From an optimization exercise on the open Yosys and OpenROAD flow, aimed at small area; shortcuts taken in it are not production practice.
At most, simulation tests tie the RTL to the original design; equivalence was not proved.
No activity file was given, so power comes from the tool's default toggle rates.

Setup of old:
==> flow/design.v <==
package io_pkg;
  localparam int AddrWidth = 32;
  localparam int DataWidth = 32;
  localparam int NumHarts = 2;
endpackage
`timescale 1ns/1ps
module io_fabric (
  input  logic                          clk_i,
  input  logic                          reset_i,
  input  logic                          req_valid_i,
  input  logic [io_pkg::AddrWidth-1:0]  req_addr_i,
  input  logic                          req_wr_i,
  input  logic [io_pkg::DataWidth-1:0]  req_wdata_i,
  input  logic [6:1]                    irq_i,
  output logic                          rsp_valid_o,
  output logic [io_pkg::DataWidth-1:0]  rsp_rdata_o,
  output logic                          rsp_err_o,
  output logic [io_pkg::NumHarts-1:0]   msip_o,
  output logic [io_pkg::NumHarts-1:0]   mtip_o,
  output logic [io_pkg::NumHarts-1:0]   eip_o
);
  logic        clint_hit, plic_hit;
  logic        wr, rd;
  logic [15:0] co;
  logic [21:0] po;
  logic        msip_hit, cmp_hit, time_hit;
  logic        pend_hit, en_hit, claim_hit;
  assign clint_hit = req_addr_i[31:16] == 16'h1140;
  assign plic_hit  = req_addr_i[31:22] == 10'h044;
  assign wr = req_valid_i & req_wr_i;
  assign rd = req_valid_i & ~req_wr_i;
  assign co = req_addr_i[15:0];
  assign po = req_addr_i[21:0];
  assign msip_hit  = clint_hit && co[15:3] == 13'h0000;
  assign cmp_hit   = clint_hit && co[15:4] == 12'h400;
  assign time_hit  = clint_hit && co[15:3] == 13'h17FF;
  assign pend_hit  = plic_hit && po == 22'h001000;
  assign en_hit    = plic_hit && po[21:8] == 14'h0020 && po[6:0] == 7'h00;
  assign claim_hit = plic_hit && po[21:13] == 9'h100 && po[11:0] == 12'h004;
  logic [63:0] mt_q;
  logic [1:0]  presc_q;
  logic        tick;
  logic [63:0] mt_inc;
  logic        twr_lo, twr_hi;
  assign twr_lo = wr & time_hit & ~co[2];
  assign twr_hi = wr & time_hit & co[2];
  assign tick   = &presc_q & ~twr_lo & ~twr_hi;
  logic [7:0]  byte_cin;
  logic [64:0] mt_c;
  always_comb begin
    for (int k = 0; k < 8; k++) begin
      byte_cin[k] = tick;
      for (int j = 0; j < k; j++) begin
        byte_cin[k] = byte_cin[k] & (&mt_q[8*j +: 8]);
      end
    end
    mt_c = '0;
    for (int k = 0; k < 8; k++) begin
      mt_c[8*k] = byte_cin[k];
      for (int i = 8*k; i < 8*k + 8; i++) begin
        mt_inc[i]  = mt_q[i] ^ mt_c[i];
        mt_c[i+1]  = mt_q[i] & mt_c[i];
      end
    end
  end
  always_ff @(posedge clk_i) begin
    if (reset_i) begin
      mt_q    <= '0;
      presc_q <= '0;
    end else begin
      mt_q[31:0]  <= twr_lo ? req_wdata_i : mt_inc[31:0];
      mt_q[63:32] <= twr_hi ? req_wdata_i : mt_inc[63:32];
      presc_q <= (twr_lo || twr_hi) ? 2'd0 : presc_q + 2'd1;
    end
  end
  logic [3:0][31:0] cmpn_q;   
  logic [1:0]       msip_q;
  logic [1:0]       mtip_q;
  logic [31:0] cmp_load_d;
  logic [3:0]  cmp_load;
  assign cmp_load_d = ~(req_wdata_i | {32{reset_i}});
  always_comb begin
    for (int k = 0; k < 4; k++) begin
      cmp_load[k] = reset_i || (wr && cmp_hit && co[3:2] == k[1:0]);
    end
  end
  always_ff @(posedge clk_i) begin
    for (int k = 0; k < 4; k++) begin
      if (cmp_load[k]) begin
        cmpn_q[k] <= cmp_load_d;
      end
    end
  end
  function automatic logic ge(input logic [63:0] x, input logic [63:0] yn);
    logic [63:0] g, p;
    logic [31:0] g1, p1;
    logic [15:0] g2, p2;
    logic [7:0]  g3, p3;
    logic [3:0]  g4, p4;
    logic [1:0]  g5, p5;
    g = x & yn;
    p = x | yn;
    for (int i = 0; i < 32; i++) begin
      g1[i] = g[2*i+1] | p[2*i+1] & g[2*i];
      p1[i] = p[2*i+1] & p[2*i];
    end
    for (int i = 0; i < 16; i++) begin
      g2[i] = g1[2*i+1] | p1[2*i+1] & g1[2*i];
      p2[i] = p1[2*i+1] & p1[2*i];
    end
    for (int i = 0; i < 8; i++) begin
      g3[i] = g2[2*i+1] | p2[2*i+1] & g2[2*i];
      p3[i] = p2[2*i+1] & p2[2*i];
    end
    for (int i = 0; i < 4; i++) begin
      g4[i] = g3[2*i+1] | p3[2*i+1] & g3[2*i];
      p4[i] = p3[2*i+1] & p3[2*i];
    end
    for (int i = 0; i < 2; i++) begin
      g5[i] = g4[2*i+1] | p4[2*i+1] & g4[2*i];
      p5[i] = p4[2*i+1] & p4[2*i];
    end
    ge = g5[1] | p5[1] & g5[0] | p5[1] & p5[0];
  endfunction
  always_ff @(posedge clk_i) begin
    if (reset_i) begin
      msip_q <= '0;
    end else if (wr && msip_hit) begin
      msip_q[co[2]] <= req_wdata_i[0];
    end
  end
  always_ff @(posedge clk_i) begin
    if (reset_i) begin
      mtip_q <= '0;
    end else begin
      mtip_q[0] <= ge(mt_q, {cmpn_q[1], cmpn_q[0]});
      mtip_q[1] <= ge(mt_q, {cmpn_q[3], cmpn_q[2]});
    end
  end
  logic [6:1]      pend_q, clm_q;
  logic [1:0][7:1] en_q;
  logic [1:0]      eip_q;
  logic [7:1]      claim_en;
  logic [6:1]      cand, grant;
  logic [2:0]      claim_id;
  logic            complete;
  assign claim_en = po[12] ? en_q[1] : en_q[0];
  assign cand     = pend_q & claim_en[6:1];
  always_comb begin
    grant = '0;
    for (int n = 6; n >= 1; n--) begin
      if (cand[n]) grant = 6'(1) << (n - 1);
    end
    claim_id = '0;
    for (int n = 1; n <= 6; n++) begin
      if (grant[n]) claim_id = n[2:0];
    end
  end
  assign complete = wr & claim_hit;
  always_ff @(posedge clk_i) begin
    for (int n = 1; n <= 6; n++) begin
      if (reset_i) begin
        pend_q[n] <= 1'b0;
        clm_q[n]  <= 1'b0;
      end else if (pend_q[n]) begin
        if (rd && claim_hit && grant[n]) begin
          pend_q[n] <= 1'b0;
          clm_q[n]  <= 1'b1;
        end
      end else if (clm_q[n]) begin
        if (complete && req_wdata_i[2:0] == n[2:0]) begin
          clm_q[n] <= 1'b0;
        end
      end else begin
        pend_q[n] <= irq_i[n];
      end
    end
  end
  always_ff @(posedge clk_i) begin
    for (int c = 0; c < 2; c++) begin
      if (reset_i) begin
        en_q[c] <= '0;
      end else if (wr && en_hit && po[7] == c[0]) begin
        en_q[c] <= req_wdata_i[7:1];
      end
    end
  end
  always_ff @(posedge clk_i) begin
    if (reset_i) begin
      eip_q <= '0;
    end else begin
      eip_q[0] <= |(pend_q & en_q[0][6:1]);
      eip_q[1] <= |(pend_q & en_q[1][6:1]);
    end
  end
  logic        rsp_valid_q;
  logic        err_q;
  logic [31:0] rdata_d, rdata_q;
  logic [3:0] rd_cmp;
  logic [1:0] rd_time;
  logic       rd_msip, rd_pend, rd_en, rd_claim;
  always_comb begin
    for (int k = 0; k < 4; k++) begin
      rd_cmp[k] = !req_wr_i && cmp_hit && co[3:2] == k[1:0];
    end
    rd_time[0] = !req_wr_i && time_hit && !co[2];
    rd_time[1] = !req_wr_i && time_hit && co[2];
    rd_msip    = !req_wr_i && msip_hit;
    rd_pend    = !req_wr_i && pend_hit;
    rd_en      = !req_wr_i && en_hit;
    rd_claim   = !req_wr_i && claim_hit;
    rdata_d = '0;
    for (int k = 0; k < 4; k++) begin
      rdata_d = rdata_d | ({32{rd_cmp[k]}} & ~cmpn_q[k]);
    end
    rdata_d = rdata_d | ({32{rd_time[0]}} & mt_q[31:0]) | ({32{rd_time[1]}} & mt_q[63:32]);
    rdata_d[0]   = rdata_d[0] | (rd_msip & msip_q[co[2]]);
    rdata_d[6:1] = rdata_d[6:1] | ({6{rd_pend}} & pend_q);
    rdata_d[7:1] = rdata_d[7:1] | ({7{rd_en}} & (po[7] ? en_q[1] : en_q[0]));
    rdata_d[2:0] = rdata_d[2:0] | ({3{rd_claim}} & claim_id);
  end
  always_ff @(posedge clk_i) begin
    if (reset_i) begin
      rsp_valid_q <= 1'b0;
    end else begin
      rsp_valid_q <= req_valid_i;
    end
  end
  always_ff @(posedge clk_i) begin
    err_q   <= !(clint_hit || plic_hit);
    rdata_q <= rdata_d;
  end
  assign rsp_rdata_o = rdata_q;
  assign rsp_valid_o = rsp_valid_q;
  assign rsp_err_o   = err_q;
  assign msip_o      = msip_q;
  assign mtip_o      = mtip_q;
  assign eip_o       = eip_q;
endmodule
clock: 4.0 ns
lec_check: 0
cap_margin: 0
core_margin: 2
core_utilization: 60
cts_buf_list: sky130_fd_sc_hd__clkbuf_16
cts_cluster_diameter: 200
cts_cluster_size: 30
gpl_timing_driven: 0
slew_margin: 0
standard.sh (not shown) runs the stock make flow with config.mk's settings and CLKGATE_MAP_FILE= SYNTH_SCRIPT=/design/flow/synth_recipe.tcl, a recipe that flattens the netlist after the stock synthesis.
==> flow/flow/run.sh <==
#!/bin/bash
# The standard layout, with every port buffered by the smallest buffer
# cell instead of the default choice. All of make's output goes to
# standard.log in this folder; ORFS's per-step logs stay under orfs/logs/.
set -euo pipefail
export BUFFER_PORTS_ARGS="-buffer_cell sky130_fd_sc_hd__buf_1"
bash standard.sh > standard.log 2>&1
Inputs modified between old and new:
--- a/flow/design.v
+++ b/flow/design.v
@@ -194,28 +194,24 @@
     end
   end
   logic        rsp_valid_q;
   logic        err_q;
   logic [31:0] rdata_d, rdata_q;
-  logic [3:0] rd_cmp;
+  logic [3:0] rd_cmp_d, rd_cmp_q;
   logic [1:0] rd_time;
   logic       rd_msip, rd_pend, rd_en, rd_claim;
   always_comb begin
     for (int k = 0; k < 4; k++) begin
-      rd_cmp[k] = !req_wr_i && cmp_hit && co[3:2] == k[1:0];
+      rd_cmp_d[k] = !req_wr_i && cmp_hit && co[3:2] == k[1:0];
     end
     rd_time[0] = !req_wr_i && time_hit && !co[2];
     rd_time[1] = !req_wr_i && time_hit && co[2];
     rd_msip    = !req_wr_i && msip_hit;
     rd_pend    = !req_wr_i && pend_hit;
     rd_en      = !req_wr_i && en_hit;
     rd_claim   = !req_wr_i && claim_hit;
-    rdata_d = '0;
-    for (int k = 0; k < 4; k++) begin
-      rdata_d = rdata_d | ({32{rd_cmp[k]}} & ~cmpn_q[k]);
-    end
-    rdata_d = rdata_d | ({32{rd_time[0]}} & mt_q[31:0]) | ({32{rd_time[1]}} & mt_q[63:32]);
+    rdata_d = ({32{rd_time[0]}} & mt_q[31:0]) | ({32{rd_time[1]}} & mt_q[63:32]);
     rdata_d[0]   = rdata_d[0] | (rd_msip & msip_q[co[2]]);
     rdata_d[6:1] = rdata_d[6:1] | ({6{rd_pend}} & pend_q);
     rdata_d[7:1] = rdata_d[7:1] | ({7{rd_en}} & (po[7] ? en_q[1] : en_q[0]));
     rdata_d[2:0] = rdata_d[2:0] | ({3{rd_claim}} & claim_id);
   end
@@ -226,13 +222,19 @@
       rsp_valid_q <= req_valid_i;
     end
   end
   always_ff @(posedge clk_i) begin
     err_q   <= !(clint_hit || plic_hit);
-    rdata_q <= rdata_d;
-  end
-  assign rsp_rdata_o = rdata_q;
+    rdata_q  <= rdata_d;
+    rd_cmp_q <= rd_cmp_d;
+  end
+  always_comb begin
+    rsp_rdata_o = rdata_q;
+    for (int k = 0; k < 4; k++) begin
+      rsp_rdata_o = rsp_rdata_o | ({32{rd_cmp_q[k]}} & ~cmpn_q[k]);
+    end
+  end
   assign rsp_valid_o = rsp_valid_q;
   assign rsp_err_o   = err_q;
   assign msip_o      = msip_q;
   assign mtip_o      = mtip_q;
   assign eip_o       = eip_q;
[summary]
Comparing old and new, the lower achievable clock frequency was measured on old. Of old and new, new shows the lower clock group share of total power, with old above it. Going from old to new, final worst setup slack shows an increase of 0.039 ns; synthesized cell count shows an increase of 2.2%; worst clock skew rose 0.0081 ns; relative contribution of sequential cells to total power moved up. The number of multi-input combinational cells number comes out lower for old vs new. old ended up with sky130_fd_sc_hd__nor2_1 as its commonest non-fill, non-tap cell in the layout; new ended up with sky130_fd_sc_hd__nand2_1.
Only the layout flow was run in new; the RTL was not checked for function there.

[port drivers added, routing unchanged]
In the flow no input, the clock included, has a driving cell. The finished layouts below were timed again as built, in two steps.
Step 1 assumes that a clkbuf_16 drives the clock port and a buf_2 every other input.
Step 2 adds t to the input delays and takes it off the output delays; t is the mean of the earliest and latest rising clock arrival at the registers after step 1. Input paths then give back, and output paths get back, about the clock's delay inside the block.
Slacks: ideal ports / drivers / drivers and shift; pairs: ideal ports / drivers.
run | t, ns | setup slack, ns | worst hold slack (ns) | worst data-port slew with drivers (ns) | pins driven straight from the clock port
old | 0.548 | 0.089 / 0.118 / -0.431 | 0.450 / 0.450 / 0.450 | 0.04 | 1
new | 0.536 | 0.128 / 0.152 / -0.384 | 0.444 / 0.444 / 0.444 | 0.04 | 1
With both steps, setup timing fails in old and new, where it was met with ideal ports. The setup slack of old, which loses most, moves by +0.029 ns with the drivers and by -0.520 ns with both steps.
